This design comes from an exercise in tuning for a short achievable clock period and few clock cycles on the open sky130 flow, not from production work.
Function was checked by simulation only, so behaviour that the tests miss may differ from the original.
Power is estimated from default activity; no workload was simulated.

==> flow/design.v (excerpt) <==
module mipsCpu
#(
    parameter logic [31:0] resetAddress = 32'hBFC00000
) (
    input  logic        clk,
    input  logic        reset,
    output logic [31:0] instrAddr,
    input  logic [31:0] instr,
    output logic [31:0] dataAddr,
    output logic [31:0] dataWriteData,
    output logic        dataRead,
    output logic        dataWrite,
    input  logic [31:0] dataReadData
);
Size: roughly 160 I/O pins.
Settings: LEC_CHECK=0, ABC_CLOCK_PERIOD_IN_PS=4500, CAP_MARGIN=20, CORE_MARGIN=2, CORE_UTILIZATION=30, SETUP_SLACK_MARGIN=5, SLEW_MARGIN=20; clock period 12.0 ns.
standard.sh (not shown) runs the stock make flow with config.mk's settings and CLKGATE_MAP_FILE= SYNTH_SCRIPT=/design/flow/synth_recipe.tcl, a recipe that flattens the netlist after the stock synthesis.
==> flow/flow/run.sh <==
#!/bin/bash
set -euo pipefail
MARGIN=${MARGIN:-7.5}
bash standard.sh synth > synth.log 2>&1
bash standard.sh SETUP_SLACK_MARGIN=$MARGIN finish > layout.log 2>&1
Testbench counts at the start, summed over its fixed seeds: cycles 58,762.
Next try:
--- a/flow/design.v
+++ b/flow/design.v
@@ -36,33 +36,33 @@
     localparam logic [1:0] LG_AND  = 2'd0;
     localparam logic [1:0] LG_OR   = 2'd1;
     localparam logic [1:0] LG_XOR  = 2'd2;
     localparam logic [1:0] LG_B    = 2'd3;  
 endpackage
 module mipsAlu
 (
     input  logic [31:0] a,
     input  logic [31:0] b,
     input  logic [4:0]  shamt,
+    input  logic        selArith,
     input  logic        selLogic,
     input  logic        selShift,
     input  logic        selSlt,
     input  logic        selSltu,
     input  logic        isSub,
     input  logic [1:0]  logicOp,
     input  logic        shLeft,
     input  logic        shArith,
     input  logic        shVar,
-    output logic [31:0] sum,
-    output logic [31:0] other,
-    output logic        setBit
+    output logic [31:0] result
 );
+    logic [31:0] sum;
     logic [31:0] logicRes;
     logic [31:0] shiftRes;
     logic [4:0]  amt;
     logic        lt;
     logic        ltu;
     logic signed [31:0] aSigned;
     logic signed [31:0] bSigned;
     logic signed [32:0] bShift;
     assign aSigned = a;
     assign bSigned = b;
@@ -76,22 +76,24 @@
             default:         logicRes = b;
         endcase
     end
     assign amt = shVar ? a[4:0] : shamt;
     always_comb begin
         if (shLeft) shiftRes = b << amt;
         else        shiftRes = 32'(bShift >>> amt);
     end
     assign lt  = aSigned < bSigned;
     assign ltu = a < b;
-    assign other  = ({32{selLogic}} & logicRes) | ({32{selShift}} & shiftRes);
-    assign setBit = (selSlt & lt) | (selSltu & ltu);
+    assign result = ({32{selArith}} & sum)
+                  | ({32{selLogic}} & logicRes)
+                  | ({32{selShift}} & shiftRes)
+                  | {31'd0, (selSlt & lt) | (selSltu & ltu)};
 endmodule
 module mipsControl
 (
     input  logic [31:0] instr,
     output logic        bImm,       
     output logic [31:0] immVal,     
     output logic        selArith,   
     output logic        selLogic,
     output logic        selShift,
     output logic        selSlt,
@@ -334,32 +336,27 @@
         .isStore  (isStoreF),
         .brEq     (brEqF),
         .brNe     (brNeF),
         .brLez    (brLezF),
         .brGtz    (brGtzF),
         .brLtz    (brLtzF),
         .brGez    (brGezF),
         .isJ      (isJF),
         .isJr     (isJrF)
     );
-    logic [31:0] sumM;
-    logic [31:0] otherM;
-    logic        setM;
-    logic        arithM;
     logic [31:0] resM;
     logic [31:0] sdM;
     logic [4:0]  dstM;
     logic        wrM;
     logic        loadM;
     logic        storeM;
     logic [31:0] resultM;
-    assign resM    = (arithM ? sumM : otherM) | {31'd0, setM};
     assign resultM = loadM ? dataReadData : resM;
     logic [31:0] resW;
     always_ff @(posedge clk) resW <= resultM;
     logic [31:0] rfRs;
     logic [31:0] rfRt;
     mipsRegFile mipsRegFile_i (
         .clk         (clk),
         .reset       (resetQ),
         .rsAddr      (rsF),
         .rtAddr      (rtF),
@@ -451,39 +448,36 @@
         end
     end
     logic [31:0] aReg, bReg, sdReg;
     logic [31:0] a, b, sd;
     assign aReg  = fwdAluA  ? resM : (fwdWA  ? resW : aE);
     assign bReg  = fwdAluB  ? resM : (fwdWB  ? resW : bE);
     assign sdReg = fwdAluSd ? resM : (fwdWSd ? resW : sdE);
     assign a  = fwdLdA  ? dataReadData : aReg;
     assign b  = fwdLdB  ? dataReadData : bReg;
     assign sd = fwdLdSd ? dataReadData : sdReg;
-    logic [31:0] sumE;
-    logic [31:0] otherE;
-    logic        setE;
+    logic [31:0] resE;
     mipsAlu mipsAlu_i (
         .a        (a),
         .b        (b),
         .shamt    (shamtE),
+        .selArith (selArithE),
         .selLogic (selLogicE),
         .selShift (selShiftE),
         .selSlt   (selSltE),
         .selSltu  (selSltuE),
         .isSub    (isSubE),
         .logicOp  (logicOpE),
         .shLeft   (shLeftE),
         .shArith  (shArithE),
         .shVar    (shVarE),
-        .sum      (sumE),
-        .other    (otherE),
-        .setBit   (setE)
+        .result   (resE)
     );
     logic        eq, aZero, taken;
     logic [31:0] target;
     assign eq    = (aReg == bReg);
     assign aZero = (aReg == 32'd0);
     assign taken = isJE || isJrE
                 || (brEqE && eq) || (brNeE && !eq)
                 || (brLezE && (aReg[31] || aZero)) || (brGtzE && !aReg[31] && !aZero)
                 || (brLtzE && aReg[31]) || (brGezE && !aReg[31]);
     always_comb begin
@@ -497,24 +491,21 @@
     ) mipsPcUnit_i (
         .clk     (clk),
         .reset   (resetQ),
         .hold    (stall),
         .taken   (taken),
         .target  (target),
         .pc      (pcF),
         .pcPlus4 (pcPlus4F)
     );
     always_ff @(posedge clk) begin
-        sumM   <= sumE;
-        otherM <= otherE;
-        setM   <= setE;
-        arithM <= selArithE;
+        resM <= resE;
         sdM  <= sd;
         dstM <= dstE;
         if (resetQ) begin
             wrM    <= 1'b0;
             loadM  <= 1'b0;
         end else begin
             wrM    <= wrE;
             loadM  <= loadE;
         end
         storeM <= storeE && !resetQ && !reset;
Result: Setup slack barely changes; design area falls by 2.8%; count of clock-buffer cells in the layout rises by 4; wire length falls by 9.8%; core utilization rises by 0.63 points; via count falls by 8.3%; sequential power falls by 4.5%; die area falls by 4.3%; total power falls by 2.3%.
Testbench counts after the change, summed over its fixed seeds: cycles 58,762.

-- re-timing with driven ports --
The results above use ideal ports. As a check the final layouts listed here were re-extracted and re-timed, cells and wires unchanged.
Step 1 sets driving cells, clkbuf_16 on the clock port and buf_2 on the other inputs (assumed; they add their load-dependent delay and slew).
Step 2 times the ports against the registers' clock, not the clock port: input delays grow and output delays shrink by t, the midpoint of the rising clock arrivals with the driver on.
Slacks: no drivers / after step 1 / after step 2; pairs: no drivers / after step 1.
| run | shift t [ns] | slack for setup (ns) | worst setup path at the end | clock arrival spread, ns | pins driven straight from the clock port |
|---|---|---|---|---|---|
| the first run | 0.936 | 6.906 / 6.868 / 6.160 | input to register | 0.060 / 0.059 | 1 |
| the second run | 0.901 | 6.907 / 6.869 / 6.265 | input to register | 0.047 / 0.047 | 1 |
After both steps setup and hold are still met in every run listed. The setup slack of the first run, which loses most, moves by -0.038 ns with the drivers and by -0.746 ns with both steps.
